Context: an optimization exercise on an open-source flow, tuned for small area, a short achievable clock period and few clock cycles per item. The choices shown serve that exercise and are no tape-out recipe.
Function was not checked in any run shown here: the RTL went through the layout flow alone.
Power is estimated from default activity; no workload was simulated.

$ cat config.mk
export PLATFORM = sky130hd
export DESIGN_NAME = overwriting_record_stack_drain_unit
export DESIGN_NICKNAME = overwriting_record_stack_drain_unit
export VERILOG_FILES = /design/flow/design.v
export SDC_FILE = /design/flow/constraint.sdc
export NUM_CORES = 4
export LEC_CHECK = 0
export ABC_CLOCK_PERIOD_IN_PS = 2200
export CAP_MARGIN = 20
export CORE_MARGIN = 2
export CORE_UTILIZATION = 40
export CTS_CLUSTER_DIAMETER = 100
export CTS_CLUSTER_SIZE = 25
export SETUP_SLACK_MARGIN = 1.8
export SLEW_MARGIN = 20
export TNS_END_PERCENT = 10
$ cat constraint.sdc
create_clock -name core_clock -period 4.0 [get_ports {i_clk}]
set_input_delay 0.8000 -clock core_clock [delete_from_list [all_inputs] [get_ports {i_clk}]]
set_output_delay 0.8000 -clock core_clock [all_outputs]
set_load 0.01 [all_outputs]
$ cat design.v
package ors_pkg;
    localparam int unsigned DATA_W      = 64;
    localparam int unsigned CNT_W       = 5;
    localparam int unsigned DEPTH       = 16;
    localparam int unsigned SLOT_W      = 4;
    localparam logic [CNT_W-1:0] BATCH_CAP     = 5'd16;
    localparam logic [CNT_W-1:0] MAX_BATCH_RST = 5'd4;
    localparam logic OP_PUSH  = 1'b0;
    localparam logic OP_DRAIN = 1'b1;
endpackage
module ors_ram #(
    parameter int WIDTH = 64,
    parameter int DEPTH = 16
) (
    input  logic               i_clk,
    input  logic [DEPTH-1:0]   i_we,
    input  logic [WIDTH-1:0]   i_wdata,
    input  logic [DEPTH-1:0]   i_rsel,
    output logic [WIDTH-1:0]   o_rdata
);
    logic [WIDTH-1:0] r_mem [DEPTH];
    always_ff @(posedge i_clk) begin
        for (int i = 0; i < DEPTH; i++) begin
            if (i_we[i]) begin
                r_mem[i] <= i_wdata;
            end
        end
    end
    always_comb begin
        o_rdata = '0;
        for (int i = 0; i < DEPTH; i++) begin
            o_rdata = o_rdata | (r_mem[i] & {WIDTH{i_rsel[i]}});
        end
    end
endmodule
module ors_ctrl #(
    parameter int NQ = 8   
) (
    input  logic                          i_clk,
    input  logic                          i_rst_n,
    input  logic                          i_in_valid,
    input  logic                          i_opcode,
    input  logic                          i_reserve_slot,
    input  logic                          i_cfg_valid,
    input  logic [ors_pkg::CNT_W-1:0]     i_cfg_data,
    input  logic                          i_out_ready,
    output logic                          o_in_ready,
    output logic                          o_out_valid,
    output logic [ors_pkg::DEPTH-1:0]     o_we,
    output logic [ors_pkg::DEPTH-1:0]     o_rsel,
    output logic                          o_ld_rec,
    output logic                          o_ld_hdr,
    output logic [ors_pkg::CNT_W-1:0]     o_hdr_popped,
    output logic                          o_hdr_rsv
);
    localparam int D  = ors_pkg::DEPTH;
    localparam int SW = ors_pkg::SLOT_W;
    localparam int CW = ors_pkg::CNT_W;
    localparam int NF = NQ - 1;   
    localparam int QW = $clog2(NF + 1);
    function automatic logic [D-1:0] onehot(input logic [SW-1:0] s);
        for (int i = 0; i < D; i++) onehot[i] = (s == SW'(i));
    endfunction
    function automatic logic [D-1:0] lowest(input logic [D-1:0] m);
        logic [D-1:0] below;
        below[0] = 1'b0;
        for (int i = 1; i < D; i++) below[i] = below[i-1] | m[i-1];
        lowest = m & ~below;
    endfunction
    function automatic logic [SW-1:0] encode(input logic [D-1:0] oh);
        encode = '0;
        for (int i = 0; i < D; i++) begin
            if (oh[i]) encode = encode | SW'(i);
        end
    endfunction
    logic [CW-1:0] r_cap;     
    logic [CW-1:0] r_cap1;    
    logic [SW-1:0] r_head;    
    logic [SW-1:0] r_headm1;  
    logic [SW-1:0] r_tail;    
    logic [SW-1:0] r_tail2;   
    logic [CW-1:0] r_fill;
    logic [SW-1:0] r_t0;      
    logic [SW-1:0] r_t1;      
    logic [SW-1:0] r_ptr  [D];
    logic [SW-1:0] r_link [D];
    logic          r_lw_v;
    logic [D-1:0]  r_lw_oh;
    logic [SW-1:0] r_lw_pos;
    logic [D-1:0]  r_busy;
    logic [SW-1:0] r_wsel;
    logic [D-1:0]  r_wsel_oh;
    logic          r_in_ready;
    logic          r_out_valid;
    logic [SW-1:0] r_q_start [NF];
    logic [CW-1:0] r_q_k     [NF];
    logic          r_q_rsv   [NF];
    logic [QW-1:0] r_q_cnt;
    logic          r_e_act;
    logic [D-1:0]  r_e_oh;
    logic [CW-1:0] r_e_rem;
    logic          r_e_hdr;   
    logic          r_e_one;   
    logic [CW-1:0] r_e_k;
    logic          r_e_rsv;
    logic          w_acc, w_push, w_drain;
    logic          w_full, w_full_m1;
    logic [SW-1:0] w_top;
    assign w_acc     = i_in_valid && r_in_ready;
    assign w_push    = w_acc && (i_opcode == ors_pkg::OP_PUSH);
    assign w_drain   = w_acc && (i_opcode == ors_pkg::OP_DRAIN);
    assign w_full    = (r_fill == CW'(D));
    assign w_full_m1 = (r_fill == CW'(D - 1));
    assign w_top     = r_ptr[r_headm1];
    logic [CW-1:0] w_c   [2];
    logic          w_ge  [2];
    logic [CW-1:0] w_kk  [2];
    logic [CW-1:0] w_fn  [2];
    logic [SW-1:0] w_hn  [2];
    logic [SW-1:0] w_hm  [2];
    always_comb begin
        w_c[0] = r_cap;
        w_c[1] = r_cap1;
        for (int j = 0; j < 2; j++) begin
            w_ge[j] = (r_fill >= w_c[j]);
            w_kk[j] = w_ge[j] ? w_c[j] : r_fill;
            w_fn[j] = w_ge[j] ? r_fill - w_c[j] : '0;
            w_hn[j] = w_ge[j] ? r_head - SW'(w_c[j]) : r_tail;
            w_hm[j] = w_ge[j] ? r_headm1 - SW'(w_c[j]) : r_tail - 1'b1;
        end
    end
    logic [CW-1:0] w_k;
    assign w_k = w_kk[i_reserve_slot];
    assign o_we = w_push ? r_wsel_oh : '0;
    logic w_out_free;
    logic w_e_take;      
    logic [SW-1:0] w_e_next;
    assign w_out_free = !r_out_valid || i_out_ready;
    assign o_ld_rec   = r_e_act && w_out_free && !r_e_hdr;
    assign o_ld_hdr   = r_e_act && w_out_free && r_e_hdr;
    assign w_e_take   = (!r_e_act || o_ld_hdr) && (r_q_cnt != '0);
    assign o_rsel     = r_e_oh;
    assign o_hdr_popped = r_e_k;
    assign o_hdr_rsv    = r_e_rsv;
    assign o_out_valid  = r_out_valid;
    assign o_in_ready   = r_in_ready;
    always_comb begin
        w_e_next = '0;
        for (int i = 0; i < D; i++) begin
            w_e_next = w_e_next | (r_link[i] & {SW{r_e_oh[i]}});
        end
    end
    logic [D-1:0]  n_busy;
    logic          n_full;
    logic [D-1:0]  w_free_in, w_free_ex;
    logic [D-1:0]  n_wsel_oh;
    logic          w_slot_ok, w_q_ok;
    logic [NF-1:0] w_q_we;
    always_comb begin
        for (int i = 0; i < NF; i++) begin
            w_q_we[i] = w_drain && (w_e_take ? (r_q_cnt == QW'(i + 1)) : (r_q_cnt == QW'(i)));
        end
    end
    assign w_free_in = ~r_busy;
    assign w_free_ex = ~r_busy & ~r_wsel_oh;
    assign n_full = (w_full && !(w_drain && (w_c[i_reserve_slot] != '0)))
                 || (w_full_m1 && w_push);
    logic [D-1:0]  w_ws_push_oh, w_ws_idle_oh;
    logic [SW-1:0] w_ws_push, w_ws_idle;
    logic [D-1:0]  w_low_ex, w_low_in;
    logic [SW-1:0] n_wsel;
    assign w_low_ex = lowest(w_free_ex);
    assign w_low_in = lowest(w_free_in);
    always_comb begin
        if (w_full) begin
            w_ws_push_oh = onehot(r_t1);
            w_ws_push    = r_t1;
        end else if (w_full_m1) begin
            w_ws_push_oh = onehot(r_t0);
            w_ws_push    = r_t0;
        end else begin
            w_ws_push_oh = w_low_ex;
            w_ws_push    = encode(w_low_ex);
        end
        if (w_full) begin
            w_ws_idle_oh = onehot(r_t0);
            w_ws_idle    = r_t0;
        end else begin
            w_ws_idle_oh = w_low_in;
            w_ws_idle    = encode(w_low_in);
        end
    end
    assign n_wsel_oh = w_push ? w_ws_push_oh : w_ws_idle_oh;
    assign n_wsel    = w_push ? w_ws_push : w_ws_idle;
    assign w_slot_ok = n_full || (w_push ? (w_free_ex != '0) : (w_free_in != '0));
    assign w_q_ok    = (r_q_cnt < QW'(NF - 1))
                    || ((r_q_cnt == QW'(NF - 1)) && (!w_drain || w_e_take))
                    || w_e_take;
    assign n_busy = (r_busy & ~(o_ld_rec ? r_e_oh : '0)) | (w_push ? r_wsel_oh : '0);
    always_ff @(posedge i_clk) begin
        if (!i_rst_n) begin
            r_cap       <= ors_pkg::MAX_BATCH_RST;
            r_cap1      <= ors_pkg::MAX_BATCH_RST - 1'b1;
            r_head      <= '0;
            r_headm1    <= '1;
            r_tail      <= '0;
            r_tail2     <= SW'(2);
            r_fill      <= '0;
            r_busy      <= '0;
            r_wsel      <= '0;
            r_wsel_oh   <= D'(1);
            r_in_ready  <= 1'b1;
            r_out_valid <= 1'b0;
            r_q_cnt     <= '0;
            r_e_act     <= 1'b0;
            r_lw_v      <= 1'b0;
        end else begin
            r_lw_v      <= w_push;
            if (i_cfg_valid) begin
                r_cap  <= (i_cfg_data > ors_pkg::BATCH_CAP) ? ors_pkg::BATCH_CAP : i_cfg_data;
                r_cap1 <= (i_cfg_data > ors_pkg::BATCH_CAP) ? ors_pkg::BATCH_CAP - 1'b1
                        : (i_cfg_data != '0) ? i_cfg_data - 1'b1 : '0;
            end
            if (w_push) begin
                r_head   <= r_head + 1'b1;
                r_headm1 <= r_head;
                if (w_full) begin
                    r_tail  <= r_tail + 1'b1;
                    r_tail2 <= r_tail2 + 1'b1;
                end else begin
                    r_fill <= r_fill + 1'b1;
                end
            end else if (w_drain) begin
                r_head   <= w_hn[i_reserve_slot];
                r_headm1 <= w_hm[i_reserve_slot];
                r_fill   <= w_fn[i_reserve_slot];
            end
            r_busy     <= n_busy;
            r_wsel     <= n_wsel;
            r_wsel_oh  <= n_wsel_oh;
            r_in_ready <= w_slot_ok && w_q_ok;
            if (o_ld_rec || o_ld_hdr) begin
                r_out_valid <= 1'b1;
            end else if (i_out_ready) begin
                r_out_valid <= 1'b0;
            end
            if (w_drain && !w_e_take)      r_q_cnt <= r_q_cnt + 1'b1;
            else if (!w_drain && w_e_take) r_q_cnt <= r_q_cnt - 1'b1;
            if (w_e_take)      r_e_act <= 1'b1;
            else if (o_ld_hdr) r_e_act <= 1'b0;
        end
    end
    always_ff @(posedge i_clk) begin
        if (w_push) begin
            r_lw_oh  <= r_wsel_oh;
            r_lw_pos <= r_headm1;
        end
        if (w_push) begin
            r_ptr[r_head] <= r_wsel;
            if (w_full) begin
                r_t0 <= r_t1;
                r_t1 <= r_ptr[r_tail2];
            end else if (r_fill == CW'(0)) begin
                r_t0 <= r_wsel;
            end else if (r_fill == CW'(1)) begin
                r_t1 <= r_wsel;
            end
        end
        for (int i = 0; i < D; i++) begin
            if (r_lw_v && r_lw_oh[i]) r_link[i] <= r_ptr[r_lw_pos];
        end
        for (int i = 0; i < NF; i++) begin
            if (w_q_we[i]) begin
                r_q_start[i] <= w_top;
                r_q_k[i]     <= w_k;
                r_q_rsv[i]   <= i_reserve_slot;
            end else if (w_e_take) begin
                if (i < NF - 1) begin
                    r_q_start[i] <= r_q_start[(i < NF - 1) ? i + 1 : i];
                    r_q_k[i]     <= r_q_k[(i < NF - 1) ? i + 1 : i];
                    r_q_rsv[i]   <= r_q_rsv[(i < NF - 1) ? i + 1 : i];
                end
            end
        end
        if (w_e_take) begin
            r_e_oh  <= (r_q_k[0] != '0) ? onehot(r_q_start[0]) : '0;
            r_e_rem <= r_q_k[0];
            r_e_hdr <= (r_q_k[0] == CW'(0));
            r_e_one <= (r_q_k[0] == CW'(1));
            r_e_k   <= r_q_k[0];
            r_e_rsv <= r_q_rsv[0];
        end else if (o_ld_rec) begin
            r_e_oh  <= r_e_one ? '0 : onehot(w_e_next);
            r_e_rem <= r_e_rem - 1'b1;
            r_e_hdr <= r_e_one;
            r_e_one <= (r_e_rem == CW'(2));
        end
    end
endmodule
module ors_dp (
    input  logic                        i_clk,
    input  logic                        i_ld_rec,
    input  logic                        i_ld_hdr,
    input  logic [ors_pkg::DATA_W-1:0]  i_rdata,
    input  logic [ors_pkg::CNT_W-1:0]   i_hdr_popped,
    input  logic                        i_hdr_rsv,
    output logic                        o_is_header,
    output logic [ors_pkg::DATA_W-1:0]  o_record_data,
    output logic [ors_pkg::CNT_W-1:0]   o_header_count,
    output logic [ors_pkg::CNT_W-1:0]   o_popped,
    output logic                        o_last
);
    always_ff @(posedge i_clk) begin
        if (i_ld_rec || i_ld_hdr) begin
            o_record_data <= i_rdata;
        end
        if (i_ld_rec) begin
            o_is_header    <= 1'b0;
            o_header_count <= '0;
            o_popped       <= '0;
            o_last         <= 1'b0;
        end else if (i_ld_hdr) begin
            o_is_header    <= 1'b1;
            o_header_count <= i_hdr_popped + ors_pkg::CNT_W'(i_hdr_rsv);
            o_popped       <= i_hdr_popped;
            o_last         <= 1'b1;
        end
    end
endmodule
module overwriting_record_stack_drain_unit #(
    parameter int DEPTH        = 16,
    parameter int RECORD_BYTES = 8
) (
    input  logic        i_clk,
    input  logic        i_rst_n,
    input  logic        in_valid,
    output logic        in_ready,
    input  logic        in_opcode,
    input  logic [63:0] in_entry_data,
    input  logic        in_reserve_slot,
    output logic        out_valid,
    input  logic        out_ready,
    output logic        out_is_header,
    output logic [63:0] out_record_data,
    output logic [4:0]  out_header_count,
    output logic [4:0]  out_popped,
    output logic        out_last,
    input  logic        cfg_valid,
    output logic        cfg_ready,
    input  logic [4:0]  cfg_data
);
    logic [ors_pkg::DEPTH-1:0]  w_we;
    logic [ors_pkg::DEPTH-1:0]  w_rsel;
    logic [63:0]                w_rdata;
    logic                       w_ld_rec;
    logic                       w_ld_hdr;
    logic [4:0]                 w_hdr_popped;
    logic                       w_hdr_rsv;
    assign cfg_ready = 1'b1;
    ors_ctrl u_ctrl (
        .i_clk          (i_clk),
        .i_rst_n        (i_rst_n),
        .i_in_valid     (in_valid),
        .i_opcode       (in_opcode),
        .i_reserve_slot (in_reserve_slot),
        .i_cfg_valid    (cfg_valid),
        .i_cfg_data     (cfg_data),
        .i_out_ready    (out_ready),
        .o_in_ready     (in_ready),
        .o_out_valid    (out_valid),
        .o_we           (w_we),
        .o_rsel         (w_rsel),
        .o_ld_rec       (w_ld_rec),
        .o_ld_hdr       (w_ld_hdr),
        .o_hdr_popped   (w_hdr_popped),
        .o_hdr_rsv      (w_hdr_rsv)
    );
    ors_ram #(
        .WIDTH (8 * RECORD_BYTES),
        .DEPTH (ors_pkg::DEPTH)
    ) u_ram (
        .i_clk   (i_clk),
        .i_we    (w_we),
        .i_wdata (in_entry_data),
        .i_rsel  (w_rsel),
        .o_rdata (w_rdata)
    );
    ors_dp u_dp (
        .i_clk          (i_clk),
        .i_ld_rec       (w_ld_rec),
        .i_ld_hdr       (w_ld_hdr),
        .i_rdata        (w_rdata),
        .i_hdr_popped   (w_hdr_popped),
        .i_hdr_rsv      (w_hdr_rsv),
        .o_is_header    (out_is_header),
        .o_record_data  (out_record_data),
        .o_header_count (out_header_count),
        .o_popped       (out_popped),
        .o_last         (out_last)
    );
endmodule
$ cat run.sh
#!/bin/bash
# synth_recipe.tcl (not shown) runs the flow's synth.tcl, then flattens the netlist and writes it again
# the make line also repeats each setting of config.mk as NAME=value (left out here)
make -C /OpenROAD-flow-scripts/flow DESIGN_CONFIG=/design/flow/config.mk WORK_HOME=/design/flow/orfs CLKGATE_MAP_FILE= SYNTH_SCRIPT=/design/flow/synth_recipe.tcl finish
==> flow_metrics.py, run 1 <==
metrics = {
    "clock_network": {
        "numCtsBuffers": 69,
        "cts.clk_slew.worst_paths_ns": 0.11,
        "hold_buffers": 0,
        "htreeDepth": 3,
        "clk-insertion-delay-late_ns": 0.71,
        "clockBufferDepth": 3,
        "clockRootBuffer": "clkbuf_16",
        "clkSinkCount": 1440,
        "cts_tree": "built",
    },
    "sta": {
        "tightestPinTransition_ns": 0.8824,
        "timing.final.crit_share_pct": 60.07,
        "hold_violations": 0,
        "skew_ns": 0.04472,
        "finalMaxSlewViolations": 0,
        "slew_headroom_pct": 41.09,
        "period_minus_slack_ns": 2.403,
        "tns_ns": 0,
        "grt_setup_unrepaired": "yes",
        "fmax_mhz": 416.2,
        "setup_viol": 0,
        "setup_ws_ns": 1.597,
    },
    "power": {
        "vdd_drop_max_mv": 0.5978,
        "finalPower_mw": 36.11,
        "powerDensity_mw_per_mm2": 568.4,
        "p_leak_nw": 20.15,
    },
    "placement": {
        "gp_congestion": 0.8853,
        "port_buffers": 153,
        "dpl.hpwl_um": 88190,
        "pre_cts_slack_ns": 0.7390,
    },
    "worst_setup_path": {
        "critPathSlowestCell": "clkdlybuf4s50_1",
        "crit_path_start_kind": "register",
        "cpPeakStageDelay_ns": 0.54,
        "crit_type": "register to primary output",
        "critical_path.top_delay_family": "buffers and inverters",
        "rr_worst_depth": 4,
        "path_depth": 1,
        "crit_chain": "clkdlybuf4s50_1",
        "cp_num_buf_inv": 1,
        "r2r_setup_slack_ns": 1.63,
        "endpoint": "out_record_data[28]",
        "r2r-end": "u_ctrl.r_q_start[5][1]$_DFFE_PP_",
        "worstPathRequired_ns": 3.20,
        "crit_arrival_ns": 1.60,
        "critPathMaxFanout": 1,
        "crit_path_end_kind": "primary output",
        "timing.critical_path.from": "u_dp.o_record_data[28]$_DFFE_PP_",
    },
    "synthesis": {
        "async_reset_ff_share_pct": 0,
        "yosys-top-cells-area": "edfxtp_1, a221oi_1, a22o_1",
        "synth.distinct_cells": 84,
        "yosysMostFrequentCell": "edfxtp_1",
        "synth_top_area_share_pct": 72.68,
        "synth_top_area_cell": "edfxtp_1",
        "ys_ff_latch": 1440,
        "synth_fp_nets": 3349,
        "yosysSeqAreaShare_pct": 76.18,
        "synth_area_mm2": 0.05548,
        "yosys_warnings": 14,
        "synth-edff-count": 1343,
        "synth_common_cells": "edfxtp_1, a221oi_1, a22o_1, nand2_1, clkbuf_1",
        "ys.flop_type": "edfxtp_1",
        "netlist_instances": 3221,
        "avgSynthCellArea_um2": 17.23,
    },
    "job": {
        "maxCapViolCount": 0,
    },
    "detailed_routing": {
        "drt-wirelength-per-cell_um": 29.31,
        "vias": 32300,
        "routed.top_layer": "met5",
        "drt_iter0_drc": 3978,
        "drc": 0,
        "drt-met1-wl_um": 66010,
        "wl_met2_um": 74510,
        "viasPerCell": 6.110,
        "ant_nets": 0,
        "met3_length_um": 11780,
        "dr.pass1.iters": 5,
        "routed_wl_um": 154900,
    },
    "cells_and_area": {
        "syn_to_final_growth_pct": 14.50,
        "n_fill_cell": 11570,
        "antenna_cells": 0,
        "post-route-util_pct": 46.15,
        "nNetsFinal": 3586,
        "layout-drive-gt1-share_pct": 15.29,
    },
    "floorplanning": {
        "fp.dieH_um": 376.4,
        "ioPinCount": 155,
        "initial_core_util_pct": 40.30,
        "rows": 136,
        "core_mm2": 0.1377,
        "die_w_um": 376.4,
        "dieArea_mm2": 0.1417,
    },
    "global_route": {
        "overflow": 0,
        "grt_max_degree": 70,
        "grt_pass1_vias": 31090,
        "antenna_found_initial": 9,
        "grt_pass1_wl_um": 218400,
        "track_usage_pct": 20.96,
    },
    "run_status": {
        "status": "no timing/DRC/antenna violations",
    },
    "min_path": {
        "hold_path_class": "register to register",
        "hp-start": "u_ctrl.r_headm1[0]$_SDFFE_PN1N_",
    },
}
[layer usage]
metal	vias to the layer above	GRT usage, %
li1	13750	-
met1	16930	30.06
met2	1434	34.19
met3	174	3.359
met4	14	3.577
met5	-	0
[worst min path at each step]
stage,to,cells past startpoint
after CTS,u_ctrl.r_lw_pos[0]$_DFFE_PP_,0
after global routing,u_ctrl.r_lw_pos[0]$_DFFE_PP_,0
after global placement,u_ctrl.r_lw_pos[0]$_DFFE_PP_,0
after floorplan,u_ctrl.r_e_rsv$_DFFE_PP_,0
after detailed placement,u_ctrl.r_lw_pos[0]$_DFFE_PP_,0
final,u_ctrl.r_lw_pos[0]$_DFFE_PP_,0
[worst register-to-register path, cell delays in order, from the launching register on]
cell     delay [ns]
dfxtp_4        0.41
buf_12         0.16
mux4_2         0.55
mux4_2         0.66
mux2_2         0.35
[metrics by stage]
| step | instance area [um^2] | cells | hold WS (ns) |
|---|---|---|---|
| final | 63530 | 5286 | 0.4428 |
| after global routing | 63530 | 5286 | 0.4682 |
| after global placement | 60110 | 5095 | 0.4091 |
| after detailed placement | 60110 | 5095 | 0.4145 |
| after CTS | 62940 | 5247 | 0.4419 |
| after floorplan | 55720 | 3221 | 0.4003 |
[power by group]
group          internal (mW)  switching [mW]  leakage, nW
sequential              17.7           0.612         12.9
combinational           3.55            6.13         6.28
clock                   3.37            4.73        0.977
total                   24.6            11.5         20.1
[cell families after synthesis]
kind of cell / count (synthesis) / synth area share (%)
flops: 1440 / 76.18
fa+ha+maj: 52 / 1.254
other cells: 1 / 0.006759
buf+inv: 232 / 1.642
simple gates: 523 / 4.860
compound gates: 813 / 11.74
xor+xnor: 32 / 0.5051
mux: 128 / 3.807
[timing repair]
item,CTS,global route
resized for setup,125,68
pin swaps,23,9
setup endpoints to repair,653,837
cloned,2,7
buffers inserted,45,32
[cells in the final DEF, fill, tap and decap left out, types with 34 or more instances in the layout]
cell / instances
dfxtp_1: 70
ha_1: 37
edfxtp_1: 1343
clkbuf_16: 74
nand4_1: 72
a221oi_1: 274
buf_4: 132
clkdlybuf4s50_1: 118
a22o_1: 266
mux4_2: 62
nand2_1: 133
a21oi_1: 50
o21ai_0: 71
inv_1: 34
nor2_1: 72
buf_12: 48
nand3_1: 34
[state kept, by name, indices dropped and copies added (netlist names), 7 cells and up, named ones only]
name	flops
u_ctrl.r_link	64
u_ctrl.r_busy	16
u_ctrl.r_lw_oh	16
u_ctrl.r_wsel_oh	16
u_ctrl.r_e_oh	16
u_ctrl.r_q_k	35
u_dp.o_record_data	64
u_ram.r_mem	1024
u_ctrl.r_ptr	64
u_ctrl.r_q_rsv	7
u_ctrl.r_q_start	28
[cell type report]
type	instances	area, um^2	area share (%)
Sequential cell	1440	42340	66.64
Clock buffer	95	1867	2.939
Inverter	46	207.7	0.3269
Multi-Input combinational cell	1551	12940	20.37
Tap cell	1794	2245	3.533
Timing Repair inverter	1	6.256	0.009848
Timing Repair Buffer	349	3757	5.915
Clock inverter	10	170.2	0.2679
==> inputs of run 2 (changes only) <==
--- a/config.mk
+++ b/config.mk
@@ -9,5 +9,5 @@
 export CAP_MARGIN = 20
 export CORE_MARGIN = 2
-export CORE_UTILIZATION = 40
+export CORE_UTILIZATION = 60
 export CTS_CLUSTER_DIAMETER = 100
 export CTS_CLUSTER_SIZE = 25
==> run 2 against run 1 <==
Compared with the run above:
- final area is 0.88% lower
- routed wire length shrank 3.4%
- total power fell by 1.4%
- worst setup slack improved by 0.018 ns
- critical endpoint is now u_ctrl.r_q_k[1][3]$_DFFE_PP_
==> flow_metrics.py, run 2 <==
metrics = {
    "run_status": {
        "status": "no timing/DRC/antenna violations",
    },
    "clock_network": {
        "numCtsBuffers": 68,
        "clkSinkCount": 1440,
        "cts_tree": "built",
        "cts.clk_slew.worst_paths_ns": 0.10,
        "clockBufferDepth": 3,
        "clk-insertion-delay-late_ns": 0.67,
        "htreeDepth": 3,
        "clockRootBuffer": "clkbuf_16",
        "hold_buffers": 0,
    },
    "synthesis": {
        "synth.distinct_cells": 84,
        "synth_top_area_share_pct": 72.68,
        "yosysSeqAreaShare_pct": 76.18,
        "muxShareOfSynthArea_pct": 3.807,
        "async_reset_ff_share_pct": 0,
        "netlist_instances": 3221,
        "ys_ff_latch": 1440,
        "ys.flop_type": "edfxtp_1",
        "synthXorXnorAreaFrac_pct": 0.5051,
        "yosys-top-cells-area": "edfxtp_1, a221oi_1, a22o_1",
        "synth_common_cells": "edfxtp_1, a221oi_1, a22o_1, nand2_1, clkbuf_1",
        "synth_fp_nets": 3349,
        "synth_area_mm2": 0.05548,
        "synth_top_area_cell": "edfxtp_1",
        "synth-edff-count": 1343,
        "yosys_warnings": 14,
        "synth_top_family_by_area": "compound AO/OA/AOI/OAI gates",
        "yosysMostFrequentCell": "edfxtp_1",
        "synthSimpleGateAreaFrac_pct": 4.860,
        "synth_compound_area_share_pct": 11.74,
        "avgSynthCellArea_um2": 17.23,
        "synth_fa_ha_area_share_pct": 1.254,
    },
    "sta": {
        "finalMaxSlewViolations": 0,
        "grt_setup_unrepaired": "yes",
        "slew_headroom_pct": 34.52,
        "skew_ns": 0.01949,
        "setup_viol": 0,
        "period_minus_slack_ns": 2.384,
        "fmax_mhz": 419.4,
        "tightestPinTransition_ns": 0.9732,
        "hold_violations": 0,
        "timing.final.crit_share_pct": 59.61,
        "setup_ws_ns": 1.616,
        "tns_ns": 0,
    },
    "worst_setup_path": {
        "crit_type": "register to register",
        "worstPathRequired_ns": 4.41,
        "critPathSlowestCell": "dfxtp_4",
        "crit_path_end_kind": "register",
        "crit_chain": "buf_6 > ha_4 > a21o_1 > a31oi_4 > o21ai_4 > mux2i_4 > a222oi_1 > buf_4 > mux2_4",
        "critPathMaxFanout": 7,
        "crit_path_start_kind": "register",
        "crit_arrival_ns": 2.79,
        "cpPeakStageDelay_ns": 0.38,
    },
    "detailed_routing": {
        "vias": 32700,
        "routed_wl_um": 149700,
        "ant_nets": 0,
        "drt_iter0_drc": 4126,
        "dr.pass1.iters": 7,
        "drc": 0,
        "viasPerCell": 6.990,
        "drt-wirelength-per-cell_um": 32.01,
    },
    "floorplanning": {
        "rows": 111,
        "dieArea_mm2": 0.09492,
        "core_mm2": 0.09166,
        "die_w_um": 308.1,
        "initial_core_util_pct": 60.53,
        "fp.dieH_um": 308.1,
        "ioPinCount": 155,
    },
    "cells_and_area": {
        "largest_register_ffs": 1024,
        "post-route-util_pct": 68.69,
        "syn_to_final_growth_pct": 13.48,
        "nNetsFinal": 3587,
        "antenna_cells": 0,
        "final_common_cell": "edfxtp_1",
        "regMostFlops": "u_ram.r_mem",
        "final_cell_mix": "edfxtp_1, a221oi_1, a22o_1",
        "layout-drive-gt1-share_pct": 15.81,
    },
    "global_route": {
        "antenna_found_initial": 4,
        "overflow": 0,
        "grt_pass1_wl_um": 214700,
        "grt_pass1_vias": 32030,
        "grt_max_degree": 70,
        "track_usage_pct": 31.11,
    },
    "power": {
        "vdd_drop_max_mv": 0.5414,
        "powerDensity_mw_per_mm2": 565.7,
        "p_leak_nw": 20.19,
    },
    "placement": {
        "dpl.hpwl_um": 85780,
        "gp_congestion": 0.9696,
        "pre_cts_slack_ns": 0.7562,
        "port_buffers": 153,
    },
    "min_path": {
        "hold_path_class": "register to register",
    },
    "job": {
        "maxCapViolCount": 0,
    },
}
run 2: cell type report:
class                      instances  area, um^2
sequential                      1440       42350
inverter                          46       205.2
multi-input combinational       1550       13060
fill                            6009       28700
tap                             1186        1484
clock inverter                     8       96.34
clock buffer                      95        1846
timing repair inverter             1       6.256
timing repair buffer             352        3920
run 2: worst max-delay path: cells and delay by family, from the launching register on:
| family | cells | cell delay (ns) |
|---|---|---|
| buffers and inverters | 2 | 0.32 |
| multiplexers | 2 | 0.53 |
| flip-flops | 1 | 0.38 |
| adder cells (fa/ha/maj) | 1 | 0.21 |
| AO/OA/AOI/OAI | 4 | 0.68 |
run 2: metrics by stage:
stage	total power, mW	cell area [um^2]	std cells	hold slack (ns)
4_1_cts	35.18	62230	4630	0.4387
3_5_place_dp	27.21	59220	4473	0.4153
3_3_place_gp	27.01	59190	4472	0.4111
6_report	35.62	62970	4678	0.4352
5_1_grt	36.74	62970	4678	0.4481
2_1_floorplan	23.57	55720	3221	0.4003
run 2: path summary, 6_finish.rpt:
| kind | from | end | slack, ns | depth (start not counted) |
|---|---|---|---|---|
| worst min-delay path | u_ctrl.r_q_rsv[0]$_DFFE_PP_ | u_ctrl.r_e_rsv$_DFFE_PP_ | 0.44 | 0 |
| worst min register to register | u_ctrl.r_q_rsv[0]$_DFFE_PP_ | u_ctrl.r_e_rsv$_DFFE_PP_ | 0.44 | 0 |
| worst max-delay path | u_ctrl.r_fill[2]$_SDFFE_PN0P_ | u_ctrl.r_q_k[1][3]$_DFFE_PP_ | 1.62 | 9 |
| worst max register to register | u_ctrl.r_fill[2]$_SDFFE_PN0P_ | u_ctrl.r_q_k[1][3]$_DFFE_PP_ | 1.62 | 9 |
run 2: cell families (layout without fill, tap and decap cells):
kind of cell / after synthesis / after routing
AOI/OAI and AO/OA: 813 / 813
xor gates and xnor gates: 32 / 32
adders and majority gates: 52 / 52
buffers and inverters: 232 / 502
DFF: 1440 / 1440
muxes: 128 / 128
other: 1 / 1
and+or+nand+nor: 523 / 524
run 2: what timing repair did:
action / 4_1_cts / 5_1_grt
buffers inserted: 49 / 45
pin swaps: 23 / 15
endpoints found under the hold margin: 0 / 0
gates cloned: 5 / 3
setup endpoints to repair: 1493 / 1419
resized for setup: 172 / 79
run 2: where the power goes:
group | switching, mW | internal (mW) | leakage (nW) | total, mW
combinational | 5.94 | 3.54 | 6.35 | 9.48
sequential | 0.626 | 17.7 | 12.9 | 18.4
clock | 4.49 | 3.30 | 0.940 | 7.78
run 2: per-layer routing:
| layer | wire length [um] | GRT usage (%) | up-vias | part of all wire (%) |
|---|---|---|---|---|
| met5 | 46 | 0 | - | 0.031 |
| met4 | 4456 | 8.406 | 8 | 3.0 |
| met3 | 11680 | 4.164 | 268 | 7.8 |
| met2 | 74750 | 52.69 | 1694 | 50 |
| met1 | 58800 | 42.93 | 16980 | 39 |
| li1 | - | - | 13750 | - |
==> inputs of run 3 (changes only) <==
--- a/config.mk
+++ b/config.mk
@@ -6,11 +6,11 @@
 export NUM_CORES = 4
 export LEC_CHECK = 0
+export ABC_AREA = 1
 export ABC_CLOCK_PERIOD_IN_PS = 2200
 export CAP_MARGIN = 20
 export CORE_MARGIN = 2
-export CORE_UTILIZATION = 60
+export CORE_UTILIZATION = 40
 export CTS_CLUSTER_DIAMETER = 100
 export CTS_CLUSTER_SIZE = 25
 export SETUP_SLACK_MARGIN = 1.8
 export SLEW_MARGIN = 20
-export TNS_END_PERCENT = 10
==> run 3 against run 2 <==
Compared with the run above:
- worst hold slack improved by 0.013 ns
- clock skew increased by 0.039 ns
- via count increased by 8.6%
- register-to-register slack improved by 0.26 ns
- clock power increased by 3.3%
- final area increased by 2.6%
- sequential power about the same
- fmax increased by 3.8%
==> flow_metrics.py, run 3 <==
metrics = {
    "global_route": {
        "grt_pass1_wl_um": 220700,
        "track_usage_pct": 20.25,
        "grt_max_degree": 70,
        "antenna_found_initial": 7,
        "overflow": 0,
        "grt_pass1_vias": 33600,
    },
    "cells_and_area": {
        "syn_to_final_growth_pct": 13.70,
        "final-seq-area_mm2": 0.04232,
        "largest_register_ffs": 1024,
        "fin_cells": 6526,
        "n_fill_cell": 12590,
        "layout-drive-gt1-share_pct": 8.567,
        "final_cell_mix": "edfxtp_1, nand2_1, inv_1",
        "final_common_cell": "edfxtp_1",
        "multi_input_area_mm2": 0.01336,
        "nNetsFinal": 4735,
        "regMostFlops": "u_ram.r_mem",
    },
    "power": {
        "power_frac_seq_pct": 51.1,
        "pwr-share-comb_pct": 26.3,
        "p_sw_mw": 11.61,
        "vdd_drop_max_mv": 0.4798,
        "intPower_mw": 24.05,
        "power_switching_share_pct": 32.55,
        "finalPower_mw": 35.66,
        "p_leak_nw": 22.12,
        "clkPwrFrac_pct": 22.5,
        "powerDensity_mw_per_mm2": 551.9,
    },
    "synthesis": {
        "netlist_instances": 4414,
        "synth_area_mm2": 0.05682,
        "yosys-top-cells-area": "edfxtp_1, nand2_1, dfxtp_1",
        "avgSynthCellArea_um2": 12.87,
        "synth_fp_nets": 4542,
        "yosys_warnings": 14,
        "synth.distinct_cells": 56,
        "async_reset_ff_share_pct": 0,
        "ys.flop_type": "edfxtp_1",
        "synth-edff-count": 1343,
        "yosysSeqAreaShare_pct": 74.39,
        "synth_common_cells": "edfxtp_1, nand2_1, inv_1, o21ai_0, nor2_1",
        "synth_top_area_cell": "edfxtp_1",
        "ys_ff_latch": 1440,
        "yosysMostFrequentCell": "edfxtp_1",
        "synth_top_area_share_pct": 70.97,
    },
    "sta": {
        "tns_ns": 0,
        "setup_viol": 0,
        "finalMaxSlewViolations": 0,
        "grt_setup_unrepaired": "yes",
        "fmax_mhz": 435.5,
        "timing.final.crit_share_pct": 57.40,
        "period_minus_slack_ns": 2.296,
        "skew_ns": 0.05816,
        "setup_ws_ns": 1.704,
        "tightestPinTransition_ns": 0.9267,
        "whs_ns": 0.4477,
        "hold_violations": 0,
        "slew_headroom_pct": 38.22,
    },
    "job": {
        "maxCapViolCount": 0,
    },
    "detailed_routing": {
        "ant_nets": 0,
        "drc": 0,
        "viasPerCell": 5.443,
        "drt-wirelength-per-cell_um": 23.32,
        "dr.pass1.iters": 5,
        "routed.top_layer": "met5",
        "wl_met2_um": 72760,
        "met3_length_um": 10760,
        "drt_iter0_drc": 3681,
        "vias": 35520,
        "drt-met1-wl_um": 65320,
        "routed_wl_um": 152200,
    },
    "worst_setup_path": {
        "critPathMaxFanout": 1,
        "r2r-end": "u_ctrl.r_fill[4]$_SDFFE_PN0P_",
        "critPathSlowestCell": "edfxtp_1",
        "worst_r2r_startpoint": "u_ctrl.r_cap1[0]$_SDFFE_PN1P_",
        "timing.critical_path.from": "u_dp.o_record_data[52]$_DFFE_PP_",
        "crit_path_end_kind": "primary output",
        "cp_num_buf_inv": 1,
        "r2r_setup_slack_ns": 1.88,
        "crit_arrival_ns": 1.50,
        "cpPeakStageDelay_ns": 0.59,
        "crit_chain": "buf_2",
        "worstPathRequired_ns": 3.20,
        "crit_type": "register to primary output",
        "critical_path.top_delay_family": "flip-flops",
        "crit_path_start_kind": "register",
        "rr_worst_depth": 10,
    },
    "clock_network": {
        "clk-insertion-delay-late_ns": 0.71,
        "hold_buffers": 0,
        "cts.clk_slew.worst_paths_ns": 0.10,
        "clockBufferDepth": 3,
        "clockRootBuffer": "clkbuf_16",
        "htreeDepth": 3,
        "cts_tree": "built",
        "clkSinkCount": 1440,
        "numCtsBuffers": 70,
    },
    "placement": {
        "pre_cts_slack_ns": 0.4490,
        "port_buffers": 153,
        "gp_congestion": 0.8975,
        "dpl.hpwl_um": 82570,
        "place_inst": 6345,
    },
    "floorplanning": {
        "die_w_um": 380.9,
        "core_mm2": 0.1412,
        "dieArea_mm2": 0.1451,
        "ioPinCount": 155,
        "fp.dieH_um": 380.9,
        "initial_core_util_pct": 40.23,
        "rows": 138,
    },
    "min_path": {
        "hp-start": "u_ctrl.r_lw_pos[2]$_DFFE_PP_",
        "min_path_cells": 2,
        "hold_path_class": "register to register",
    },
    "run_status": {
        "status": "no timing/DRC/antenna violations",
    },
}
## run 3: changes by cell type in the layout (fill, tap and decap cells not counted), sizes merged, moves of 60 or more
| cell | previous run | this run |
|---|---|---|
| a21oi | 55 | 166 |
| inv | 50 | 248 |
| nand3 | 37 | 154 |
| o21ai | 85 | 245 |
| mux4 | 60 | 0 |
| nand2 | 138 | 1185 |
| nand4 | 72 | 136 |
| a221oi | 278 | 128 |
| a22o | 266 | 60 |
| nor2 | 80 | 187 |
| clkdlybuf4s50 | 139 | 74 |
| mux2 | 61 | 0 |
## run 3: worst max-delay path by stage
stage,endpoint,slack [ns],cells past startpoint
final,out_record_data[52],1.70,1
after global routing,out_record_data[52],1.69,1
after CTS,out_record_data[52],1.68,1
after detailed placement,u_ctrl.r_q_k[5][4]$_DFFE_PP_,0.45,12
after global placement,u_ctrl.r_q_k[4][2]$_DFFE_PP_,0.49,12
after floorplan,u_ram.r_mem[7][0]$_DFFE_PP_,1.38,7
## run 3: routing by layer
metal	vias to the layer above	track usage [%]
li1	16390	-
met1	17640	28.14
met2	1279	33.37
met3	197	2.896
met4	10	5.431
met5	-	0
## run 3: metrics by stage
stage          util (%)  area (um^2)
6_report          45.74        64610
5_1_grt           45.74        64600
4_1_cts           45.28        63950
3_5_place_dp      43.22        61040
3_3_place_gp      43.22        61040
2_1_floorplan         -        57050
## run 3: logic make-up (layout without fill, tap and decap cells)
family	Yosys count	in the layout	share of synthesized area, %
adders and majority gates	52	52	1.224
xor gates and xnor gates	26	26	0.4008
AOI/OAI and AO/OA	734	734	8.295
other	1	3	0.006600
and+or+nand+nor	1713	1716	12.61
DFF	1440	1440	74.39
buffers and inverters	448	665	3.072
## run 3: timing repair
| item | 4_1_cts | 5_1_grt |
|---|---|---|
| setup endpoints to repair | 1325 | 311 |
| hold endpoints to repair | 0 | 0 |
| pin swaps | 13 | 23 |
| cloned | 15 | 8 |
| gates resized for setup | 236 | 104 |
| setup buffers | 33 | 24 |
## run 3: area by class of cell
class                   instances  share of cell area [%]
diodes                          2                0.007747
clock buffers                  86                   2.903
clock inverters                13                  0.2247
inverters                     249                   1.540
multi-input cells            2529                   20.68
flip-flops and latches       1440                   65.51
well taps                    1890                   3.660
repair buffers                313                   5.438
repair inverters                4                 0.03873
## run 3: power by group through the flow
stage / registers, mW / clock network (mW) / logic (mW)
after floorplan: 18.5 / 0 / 5.20
after CTS: 18.2 / 8.18 / 9.00
final: 18.2 / 8.04 / 9.39
after global routing: 18.3 / 8.66 / 10.3
after detailed placement: 18.7 / 0 / 8.62
after global placement: 18.7 / 0 / 8.53
==> inputs of run 4 (changes only) <==
--- a/config.mk
+++ b/config.mk
@@ -6,6 +6,5 @@
 export NUM_CORES = 4
 export LEC_CHECK = 0
-export ABC_AREA = 1
-export ABC_CLOCK_PERIOD_IN_PS = 2200
+export ABC_CLOCK_PERIOD_IN_PS = 2000
 export CAP_MARGIN = 20
 export CORE_MARGIN = 2
@@ -13,4 +12,5 @@
 export CTS_CLUSTER_DIAMETER = 100
 export CTS_CLUSTER_SIZE = 25
-export SETUP_SLACK_MARGIN = 1.8
+export SETUP_SLACK_MARGIN = 2.0
 export SLEW_MARGIN = 20
+export TNS_END_PERCENT = 10
==> run 4 against run 3 <==
Compared with the run above:
- still clean on timing, DRC and antenna
- worst setup slack worse by 0.066 ns
- utilization increased by 1.4 points
- worst hold slack got worse by 0.0054 ns
- sequential share of layout area shrank 0.30 points
- synthesized cell count decreased by 27%
- flip-flop and latch count unchanged
- non-clock buffer count up 104
- count of clock-buffer cells in the layout is 9 higher
- total power increased by 5.1%
- final cell count fell by 18%
- largest cell class unchanged
==> flow_metrics.py, run 4 <==
metrics = {
    "synthesis": {
        "synth_area_mm2": 0.05548,
        "avgSynthCellArea_um2": 17.23,
        "synth_fp_nets": 3349,
        "yosys_warnings": 14,
        "yosys-top-cells-area": "edfxtp_1, a221oi_1, a22o_1",
        "ys_ff_latch": 1440,
        "synth_top_area_cell": "edfxtp_1",
        "ys.flop_type": "edfxtp_1",
        "yosysMostFrequentCell": "edfxtp_1",
        "netlist_instances": 3221,
        "yosysSeqAreaShare_pct": 76.18,
        "synth-edff-count": 1343,
        "synth.distinct_cells": 84,
        "synth_common_cells": "edfxtp_1, a221oi_1, a22o_1, nand2_1, clkbuf_1",
        "async_reset_ff_share_pct": 0,
        "synth_top_area_share_pct": 72.68,
    },
    "sta": {
        "whs_ns": 0.4423,
        "finalMaxSlewViolations": 0,
        "hold_violations": 0,
        "period_minus_slack_ns": 2.362,
        "timing.final.crit_share_pct": 59.04,
        "grt_setup_unrepaired": "yes",
        "tns_ns": 0,
        "tightestPinTransition_ns": 0.8255,
        "fmax_mhz": 423.4,
        "setup_viol": 0,
        "skew_ns": 0.04966,
        "slew_headroom_pct": 44.46,
    },
    "detailed_routing": {
        "drc": 0,
        "viasPerCell": 6.129,
        "vias": 32830,
        "drt_iter0_drc": 4361,
        "routed_wl_um": 160600,
        "dr.pass1.iters": 6,
        "drt-wirelength-per-cell_um": 29.98,
        "ant_nets": 0,
    },
    "global_route": {
        "grt_max_degree": 67,
        "track_usage_pct": 21.50,
        "grt_pass1_wl_um": 223900,
        "grt_pass1_vias": 31620,
        "overflow": 0,
        "antenna_found_initial": 11,
    },
    "clock_network": {
        "cts_tree": "built",
        "htreeDepth": 3,
        "clockRootBuffer": "clkbuf_16",
        "numCtsBuffers": 69,
        "cts.clk_slew.worst_paths_ns": 0.11,
        "clkSinkCount": 1440,
        "clockBufferDepth": 3,
        "clk-insertion-delay-late_ns": 0.72,
    },
    "worst_setup_path": {
        "crit_arrival_ns": 2.83,
        "critPathMaxFanout": 8,
        "crit_path_start_kind": "register",
        "crit_path_end_kind": "register",
        "r2r_setup_slack_ns": 1.64,
        "crit_type": "register to register",
        "worstPathRequired_ns": 4.46,
    },
    "placement": {
        "gp_congestion": 0.8853,
        "port_buffers": 153,
        "dpl.hpwl_um": 88190,
    },
    "cells_and_area": {
        "final-seq-area_mm2": 0.04236,
        "multi_input_area_mm2": 0.01339,
        "layout-drive-gt1-share_pct": 19.97,
        "final_cell_mix": "edfxtp_1, a22o_1, a221oi_1",
        "nNetsFinal": 3655,
        "syn_to_final_growth_pct": 17.08,
        "final_common_cell": "edfxtp_1",
        "post-route-util_pct": 47.19,
        "largest_register_ffs": 1024,
        "n_fill_cell": 11450,
        "regMostFlops": "u_ram.r_mem",
    },
    "power": {
        "powerDensity_mw_per_mm2": 576.9,
        "vdd_drop_max_mv": 0.4964,
        "finalPower_mw": 37.48,
        "p_leak_nw": 20.71,
    },
    "floorplanning": {
        "dieArea_mm2": 0.1417,
        "rows": 136,
        "fp.dieH_um": 376.4,
        "ioPinCount": 155,
        "die_w_um": 376.4,
        "core_mm2": 0.1377,
        "initial_core_util_pct": 40.30,
    },
    "job": {
        "maxCapViolCount": 0,
    },
    "run_status": {
        "status": "no timing/DRC/antenna violations",
    },
    "min_path": {
        "hold_path_class": "register to register",
    },
}
[run 4: cells by family (layout without fill, tap and decap cells)]
logic type / count (synthesis) / after routing / synth area share, %
compound gates: 813 / 813 / 11.74
mux: 128 / 131 / 3.807
other cells: 1 / 2 / 0.006759
buf+inv: 232 / 569 / 1.642
fa+ha+maj: 52 / 52 / 1.254
xor+xnor: 32 / 32 / 0.5051
simple gates: 523 / 523 / 4.860
flops: 1440 / 1440 / 76.18
[run 4: final timing paths]
path / cells after the start / endpoint / start
min: 0 / u_ctrl.r_lw_pos[0]$_DFFE_PP_ / u_ctrl.r_headm1[0]$_SDFFE_PN1N_
min reg2reg: 0 / u_ctrl.r_lw_pos[0]$_DFFE_PP_ / u_ctrl.r_headm1[0]$_SDFFE_PN1N_
max: 4 / u_ctrl.r_q_start[5][1]$_DFFE_PP_ / register
max reg2reg: 4 / u_ctrl.r_q_start[5][1]$_DFFE_PP_ / register
[run 4: routing by layer]
metal | vias up | wire (um) | track usage (%)
li1 | 13900 | - | -
met1 | 17230 | 67920 | 30.63
met3 | 198 | 12450 | 3.386
met5 | - | 104 | 0
met2 | 1489 | 77060 | 35.21
met4 | 18 | 3051 | 4.000
[run 4: worst max-delay path: stages (launching register included)]
cell     delay [ns]
dfxtp_4        0.41
buf_12         0.15
mux4_2         0.55
mux4_2         0.65
mux2_4         0.32
[run 4: repair_timing]
item / in CTS / in global routing
pin swaps: 51 / 17
hold buffers: 0 / 0
cloned: 10 / 12
setup endpoints to repair: 1479 / 1280
setup buffers: 97 / 36
resized for setup: 421 / 98
[run 4: per-stage QoR]
| stage | cells | setup slack (ns) | area (um^2) |
|---|---|---|---|
| 2_1_floorplan | 3221 | 1.597 | 55720 |
| 3_3_place_gp | 5095 | 0.7217 | 60110 |
| 3_5_place_dp | 5095 | 0.7390 | 60110 |
| 4_1_cts | 5307 | 1.613 | 64020 |
| 5_1_grt | 5355 | 1.598 | 64960 |
| 6_report | 5356 | 1.638 | 64960 |
[run 4: where the power goes]
part | total, mW | switching [mW] | internal, mW
Combinational | 11.0 | 6.70 | 4.34
Sequential | 18.3 | 0.594 | 17.7
Clock | 8.12 | 4.75 | 3.37
[run 4: final cells by class]
type | count | area share, %
flip-flops and latches | 1440 | 65.21
multi-input cells | 1552 | 20.62
repair buffers | 417 | 7.254
well taps | 1794 | 3.455
clock buffers | 95 | 2.874
inverters | 46 | 0.3159
clock inverters | 10 | 0.2620
repair inverters | 1 | 0.009631
diodes | 1 | 0.003852
==> inputs of run 5 (changes only) <==
--- a/config.mk
+++ b/config.mk
@@ -6,4 +6,5 @@
 export NUM_CORES = 4
 export LEC_CHECK = 0
+export ABC_AREA = 1
 export ABC_CLOCK_PERIOD_IN_PS = 2000
 export CAP_MARGIN = 20
@@ -14,3 +15,2 @@
 export SETUP_SLACK_MARGIN = 2.0
 export SLEW_MARGIN = 20
-export TNS_END_PERCENT = 10
==> run 5 against run 4 <==
Compared with the run above:
- final cell count is 24% higher
- critical path type is now register to primary output
- highest routed layer unchanged
- synthesized area rose by 2.4%
- total power fell by 1.4%
- still clean on timing, DRC and antenna
==> flow_metrics.py, run 5 <==
metrics = {
    "placement": {
        "dpl.hpwl_um": 82570,
        "pre_cts_slack_ns": 0.4490,
        "gp_congestion": 0.8975,
        "place_inst": 6345,
        "dpl-instance-area_mm2": 0.06104,
        "port_buffers": 153,
    },
    "synthesis": {
        "ys_ff_latch": 1440,
        "synth_top_area_cell": "edfxtp_1",
        "synth_area_mm2": 0.05682,
        "yosys-top-cells-area": "edfxtp_1, nand2_1, dfxtp_1",
        "avgSynthCellArea_um2": 12.87,
        "async_reset_ff_share_pct": 0,
        "synth_top_area_share_pct": 70.97,
        "netlist_instances": 4414,
        "synth.distinct_cells": 56,
        "ys.flop_type": "edfxtp_1",
        "synth-edff-count": 1343,
        "yosys_warnings": 14,
        "synth_fp_nets": 4542,
        "synth_common_cells": "edfxtp_1, nand2_1, inv_1, o21ai_0, nor2_1",
        "yosysMostFrequentCell": "edfxtp_1",
        "yosysSeqAreaShare_pct": 74.39,
    },
    "detailed_routing": {
        "ant_nets": 0,
        "routed_wl_um": 160000,
        "drt-wirelength-per-cell_um": 24.11,
        "drc": 0,
        "drt_iter0_drc": 3799,
        "vias": 36550,
        "viasPerCell": 5.509,
        "dr.pass1.iters": 5,
    },
    "cells_and_area": {
        "layout-drive-gt1-share_pct": 15.14,
        "post-route-util_pct": 47.18,
        "final_cell_mix": "edfxtp_1, nand2_1, inv_1",
        "nNetsFinal": 4843,
        "fin_cells": 6634,
        "largest_register_ffs": 1024,
        "postLayoutCellArea_mm2": 0.06663,
        "regMostFlops": "u_ram.r_mem",
        "final_common_cell": "edfxtp_1",
        "syn_to_final_growth_pct": 17.27,
    },
    "floorplanning": {
        "fp.dieH_um": 380.9,
        "core_mm2": 0.1412,
        "rows": 138,
        "initial_core_util_pct": 40.23,
        "dieArea_mm2": 0.1451,
        "die_w_um": 380.9,
        "ioPinCount": 155,
    },
    "power": {
        "pwr-share-comb_pct": 28.7,
        "finalPower_mw": 36.94,
        "p_leak_nw": 22.95,
        "vdd_drop_max_mv": 0.5437,
        "intPower_mw": 24.74,
        "power_switching_share_pct": 33.03,
        "power_frac_seq_pct": 49.5,
        "clkPwrFrac_pct": 21.8,
        "powerDensity_mw_per_mm2": 554.4,
        "p_sw_mw": 12.20,
    },
    "global_route": {
        "overflow": 0,
        "track_usage_pct": 21.05,
        "grt_pass1_wl_um": 227700,
        "met1_usage_pct": 29.03,
        "grt.busiest_layer": "met2",
        "grt_pass1_vias": 34130,
        "grt_max_degree": 70,
        "met3_usage_pct": 3.087,
        "antenna_found_initial": 7,
        "met2_usage_pct": 34.75,
    },
    "worst_setup_path": {
        "worstPathRequired_ns": 3.20,
        "crit_path_start_kind": "register",
        "crit_arrival_ns": 1.52,
        "cpPeakStageDelay_ns": 0.62,
        "critical_path.top_delay_family": "flip-flops",
        "cp_num_buf_inv": 1,
        "worst_r2r_startpoint": "u_ctrl.r_fill[2]$_SDFFE_PN0P_",
        "crit_chain": "buf_2",
        "timing.critical_path.from": "u_dp.o_record_data[52]$_DFFE_PP_",
        "critPathSlowestCell": "edfxtp_1",
        "crit_path_end_kind": "primary output",
        "critPathMaxFanout": 1,
        "crit_type": "register to primary output",
    },
    "sta": {
        "fmax_mhz": 430.6,
        "period_minus_slack_ns": 2.322,
        "slew_headroom_pct": 42.62,
        "grt_setup_unrepaired": "yes",
        "hold_violations": 0,
        "tightestPinTransition_ns": 0.8595,
        "finalMaxSlewViolations": 0,
        "setup_viol": 0,
        "skew_ns": 0.06567,
        "whs_ns": 0.4495,
        "setup_ws_ns": 1.678,
        "timing.final.crit_share_pct": 58.05,
        "tns_ns": 0,
    },
    "clock_network": {
        "cts.clk_slew.worst_paths_ns": 0.10,
        "hold_buffers": 0,
        "clockBufferDepth": 3,
        "cts_tree": "built",
        "clk-insertion-delay-late_ns": 0.72,
        "clockRootBuffer": "clkbuf_16",
        "htreeDepth": 3,
        "clkSinkCount": 1440,
        "numCtsBuffers": 70,
    },
    "run_status": {
        "status": "no timing/DRC/antenna violations",
    },
    "min_path": {
        "hold_path_class": "register to register",
        "hp-start": "u_ctrl.r_lw_pos[2]$_DFFE_PP_",
    },
    "job": {
        "maxCapViolCount": 0,
    },
}
## run 5: power by group through the flow
stage,combinational [mW],clock (mW),sequential [mW]
after floorplan,5.20,0,18.5
after global placement,8.53,0,18.7
after detailed placement,8.62,0,18.7
after CTS,9.50,8.18,18.3
after global routing,11.4,8.66,18.4
final,10.6,8.06,18.3
## run 5: path summary, 6_finish.rpt
| kind | to | slack, ns | cells after the start |
|---|---|---|---|
| worst min-delay path | register | 0.45 | 2 |
| worst max register to register | u_ctrl.r_q_k[4][3]$_DFFE_PP_ | 1.86 | 8 |
| worst min register to register | register | 0.45 | 2 |
| worst max-delay path | out_record_data[52] | 1.68 | 1 |
## run 5: final cells by class
class	count	area, um^2
flip-flops and latches	1440	42380
well taps	1890	2365
fillers	12370	74610
repair buffers	412	4738
repair inverters	12	78.83
diodes	2	5.005
multi-input cells	2530	14000
clock buffers	86	1876
inverters	249	1054
clock inverters	13	145.1
## run 5: what timing repair did
item	CTS	global route
pin swaps	23	78
gates resized for setup	548	302
gates cloned	31	21
setup endpoints to repair	1512	798
buffers inserted	71	65
## run 5: cell families (layout without fill, tap and decap cells)
group                    Yosys count  in the layout  synth area share (%)
AO/OA/AOI/OAI                    734            734                 8.295
XOR/XNOR                          26             26                0.4008
adder cells (fa/ha/maj)           52             52                 1.224
buffers and inverters            448            772                 3.072
flip-flops                      1440           1440                 74.39
other                              1              3              0.006600
AND/OR/NAND/NOR                 1713           1717                 12.61
## run 5: per-layer routing
metal	up-vias	part of all wire, %
met1	18230	42
met3	240	7.0
met4	10	2.5
met5	-	0.031
met2	1403	48
li1	16660	-
## run 5: worst reg2reg max path, stage by stage, from the launching register on
cell,delay (ns)
dfxtp_4,0.45
ha_4,0.24
nand2_1,0.10
nand2_1,0.11
a21boi_4,0.26
nand3_4,0.17
o211ai_1,0.24
nand2_2,0.20
o21ai_1,0.19
==> inputs of run 6 (changes only) <==
--- a/config.mk
+++ b/config.mk
@@ -6,11 +6,11 @@
 export NUM_CORES = 4
 export LEC_CHECK = 0
-export ABC_AREA = 1
-export ABC_CLOCK_PERIOD_IN_PS = 2000
+export ABC_CLOCK_PERIOD_IN_PS = 2200
 export CAP_MARGIN = 20
 export CORE_MARGIN = 2
 export CORE_UTILIZATION = 40
-export CTS_CLUSTER_DIAMETER = 100
-export CTS_CLUSTER_SIZE = 25
-export SETUP_SLACK_MARGIN = 2.0
+export CTS_CLUSTER_DIAMETER = 80
+export CTS_CLUSTER_SIZE = 20
+export SETUP_SLACK_MARGIN = 1.8
 export SLEW_MARGIN = 20
+export TNS_END_PERCENT = 10
==> run 6 against run 5 <==
Compared with the run above:
- via count decreased by 11%
- clock power up 15%
- fmax is 3.0% lower
- sequential power is essentially flat
- synthesized cell count is 27% lower
- first-iteration DRC count down 2.8%
- final cell count is 20% lower
- flip-flop and latch count is the same
- critical path depth unchanged
- worst setup slack got worse by 0.073 ns
==> flow_metrics.py, run 6 <==
metrics = {
    "global_route": {
        "grt_pass1_vias": 31250,
        "track_usage_pct": 21.05,
        "overflow": 0,
        "grt_pass1_wl_um": 219500,
        "antenna_found_initial": 10,
        "grt_max_degree": 70,
    },
    "worst_setup_path": {
        "r2r-end": "u_ctrl.r_link[4][2]$_DFFE_PP_",
        "crit_type": "register to primary output",
        "path_depth": 1,
        "crit_path_start_kind": "register",
        "crit_chain": "clkdlybuf4s50_1",
        "cpPeakStageDelay_ns": 0.53,
        "rr_worst_depth": 2,
        "crit_path_end_kind": "primary output",
        "crit_arrival_ns": 1.60,
        "cp_num_buf_inv": 1,
        "critical_path.top_delay_family": "buffers and inverters",
        "timing.critical_path.from": "u_dp.o_record_data[9]$_DFFE_PP_",
        "critPathMaxFanout": 1,
        "critPathSlowestCell": "clkdlybuf4s50_1",
        "r2r_setup_slack_ns": 1.63,
        "worstPathRequired_ns": 3.20,
    },
    "synthesis": {
        "async_reset_ff_share_pct": 0,
        "synth_common_cells": "edfxtp_1, a221oi_1, a22o_1, nand2_1, clkbuf_1",
        "yosys-top-cells-area": "edfxtp_1, a221oi_1, a22o_1",
        "ys.flop_type": "edfxtp_1",
        "synth_area_mm2": 0.05548,
        "synth_top_area_share_pct": 72.68,
        "synth_top_area_cell": "edfxtp_1",
        "netlist_instances": 3221,
        "avgSynthCellArea_um2": 17.23,
        "synth.distinct_cells": 84,
        "yosysSeqAreaShare_pct": 76.18,
        "synth_fp_nets": 3349,
        "ys_ff_latch": 1440,
        "synth-edff-count": 1343,
        "yosysMostFrequentCell": "edfxtp_1",
        "yosys_warnings": 14,
    },
    "detailed_routing": {
        "wl_met2_um": 73900,
        "drt_iter0_drc": 3693,
        "routed_wl_um": 154500,
        "vias": 32390,
        "drt-wirelength-per-cell_um": 29.12,
        "drt-met1-wl_um": 65520,
        "met3_length_um": 12430,
        "dr.pass1.iters": 6,
        "viasPerCell": 6.105,
        "ant_nets": 0,
        "routed.top_layer": "met5",
        "drc": 0,
    },
    "cells_and_area": {
        "n_fill_cell": 11550,
        "regMostFlops": "u_ram.r_mem",
        "syn_to_final_growth_pct": 15.32,
        "final_common_cell": "edfxtp_1",
        "nNetsFinal": 3593,
        "final_cell_mix": "edfxtp_1, a221oi_1, a22o_1",
        "layout-drive-gt1-share_pct": 15.55,
        "largest_register_ffs": 1024,
    },
    "sta": {
        "timing.final.crit_share_pct": 59.88,
        "period_minus_slack_ns": 2.395,
        "tns_ns": 0,
        "slew_headroom_pct": 37.63,
        "finalMaxSlewViolations": 0,
        "setup_viol": 0,
        "grt_setup_unrepaired": "yes",
        "skew_ns": 0.05449,
        "fmax_mhz": 417.5,
        "hold_violations": 0,
        "tightestPinTransition_ns": 0.9342,
        "setup_ws_ns": 1.605,
    },
    "min_path": {
        "hold_path_class": "register to register",
        "hp-start": "u_ctrl.r_headm1[0]$_SDFFE_PN1N_",
        "hold-path-endpoint": "u_ctrl.r_lw_pos[0]$_DFFE_PP_",
        "min_path_cells": 0,
    },
    "run_status": {
        "status": "no timing/DRC/antenna violations",
    },
    "job": {
        "maxCapViolCount": 0,
    },
    "power": {
        "vdd_drop_max_mv": 0.6236,
        "powerDensity_mw_per_mm2": 581.5,
        "finalPower_mw": 37.21,
        "p_leak_nw": 20.38,
    },
    "placement": {
        "port_buffers": 153,
        "pre_cts_slack_ns": 0.7390,
        "gp_congestion": 0.8853,
        "dpl.hpwl_um": 88190,
    },
    "clock_network": {
        "htreeDepth": 3,
        "clockBufferDepth": 3,
        "clockRootBuffer": "clkbuf_16",
        "clkSinkCount": 1440,
        "numCtsBuffers": 85,
        "clk-insertion-delay-late_ns": 0.75,
        "cts_tree": "built",
        "cts.clk_slew.worst_paths_ns": 0.08,
    },
    "floorplanning": {
        "fp.dieH_um": 376.4,
        "dieArea_mm2": 0.1417,
        "die_w_um": 376.4,
        "rows": 136,
        "core_mm2": 0.1377,
        "ioPinCount": 155,
        "initial_core_util_pct": 40.30,
    },
}
## run 6: cell types whose count changed after synthesis, sizes merged, moves of 31 or more
cell    previous run  this run
and2               0        49
a22o              60       266
nand2           1183       138
nor2b              0        31
o211ai            59         9
nand4            136        72
o21ai            245        85
a21oi            166        55
nand3            153        37
nor2             187        80
inv              247        45
mux2               0        61
a221oi           128       278
mux4               0        60
## run 6: worst register-to-register path, delay by kind of cell (launching register included)
kind          cells  cell delay, ns
multiplexers      2            1.13
flip-flops        1            0.94
## run 6: report_power, final
group          internal [mW]  switching [mW]  total, mW
sequential              17.7           0.608       18.3
combinational           3.49            6.13       9.62
clock                   4.29            4.96       9.25
total                   25.5            11.7       37.2
## run 6: logic make-up (layout without fill, tap and decap cells)
logic type,after synthesis,in the layout,share of synthesized area [%]
other cells,1,2,0.006759
compound gates,813,813,11.74
fa+ha+maj,52,52,1.254
xor+xnor,32,32,0.5051
simple gates,523,523,4.860
flops,1440,1440,76.18
mux,128,128,3.807
buf+inv,232,522,1.642
## run 6: cell type report
type | instances | area [um^2] | area share [%]
multi-input combinational | 1549 | 12880 | 20.14
sequential | 1440 | 42320 | 66.14
clock buffer | 113 | 2232 | 3.489
clock inverter | 20 | 372.9 | 0.5827
inverter | 46 | 205.2 | 0.3207
timing repair inverter | 1 | 6.256 | 0.009777
antenna | 1 | 2.502 | 0.003911
timing repair buffer | 342 | 3717 | 5.810
tap | 1794 | 2245 | 3.508
## run 6: routing by layer
metal,up-vias,global-route usage [%]
li1,13780,-
met2,1464,34.24
met3,193,3.478
met4,16,3.894
met5,-,0
met1,16940,30.08
## run 6: stage by stage
step | instance area, um^2 | util [%] | hold slack [ns] | instances
after floorplan | 55720 | - | 0.4003 | 3221
after global placement | 60110 | 43.67 | 0.4091 | 5095
after detailed placement | 60110 | 43.67 | 0.4145 | 5095
after CTS | 63490 | 46.12 | 0.4347 | 5275
after global routing | 63980 | 46.48 | 0.4598 | 5305
final | 63990 | 46.48 | 0.4363 | 5306
## run 6: worst max path at each step
stage,endpoint
after CTS,out_record_data[24]
after global routing,out_record_data[9]
final,out_record_data[9]
after floorplan,u_ctrl.r_q_k[2][0]$_DFFE_PP_
after global placement,u_ctrl.r_q_start[4][3]$_DFFE_PP_
after detailed placement,u_ctrl.r_q_k[4][1]$_DFFE_PP_
## run 6: repair_timing
item                       in CTS  in global routing
setup buffers                  45                 26
pin swaps                      20                 12
gates resized for setup       126                 84
setup endpoints to repair     458                625
gates cloned                    2                  4
hold buffers                    0                  0

-- port drivers added, routing unchanged --
The flow's constraints put no driver on any port. The routed layouts listed below were extracted and timed again, unchanged, in two steps. Step 1 sets driving cells, clkbuf_16 on the clock port and buf_2 on the other inputs (assumed; they add their load-dependent delay and slew). Step 2 adds t to the input delays and takes it off the output delays; t is the mean of the earliest and latest rising clock arrival at the registers after step 1. Input paths then give back, and output paths get back, about the clock's delay inside the block. a / b / c = ideal ports / drivers / drivers and shift; a / b = the first two.
run | t (ns) | slack for setup (ns) | hold slack, ns | clock arrival spread, ns | worst register clock-pin slew, ns
run 1 | 0.760 | 1.597 / 1.527 / 0.966 | 0.443 / 0.443 / 0.443 | 0.053 / 0.053 | 0.11 / 0.11
run 2 | 0.725 | 1.616 / 1.571 / 0.955 | 0.435 / 0.435 / 0.435 | 0.028 / 0.028 | 0.10 / 0.10
run 3 | 0.758 | 1.704 / 1.628 / 1.101 | 0.448 / 0.434 / 0.448 | 0.059 / 0.059 | 0.11 / 0.11
run 4 | 0.765 | 1.638 / 1.638 / 1.231 | 0.442 / 0.442 / 0.442 | 0.056 / 0.056 | 0.11 / 0.11
run 5 | 0.762 | 1.678 / 1.600 / 1.357 | 0.450 / 0.406 / 0.450 | 0.067 / 0.067 | 0.11 / 0.11
run 6 | 0.790 | 1.605 / 1.534 / 0.961 | 0.436 / 0.436 / 0.436 | 0.065 / 0.066 | 0.09 / 0.09
After both steps every run listed still meets setup and hold. The setup slack of run 2, which loses most, moves by -0.045 ns with the drivers and by -0.661 ns with both steps.
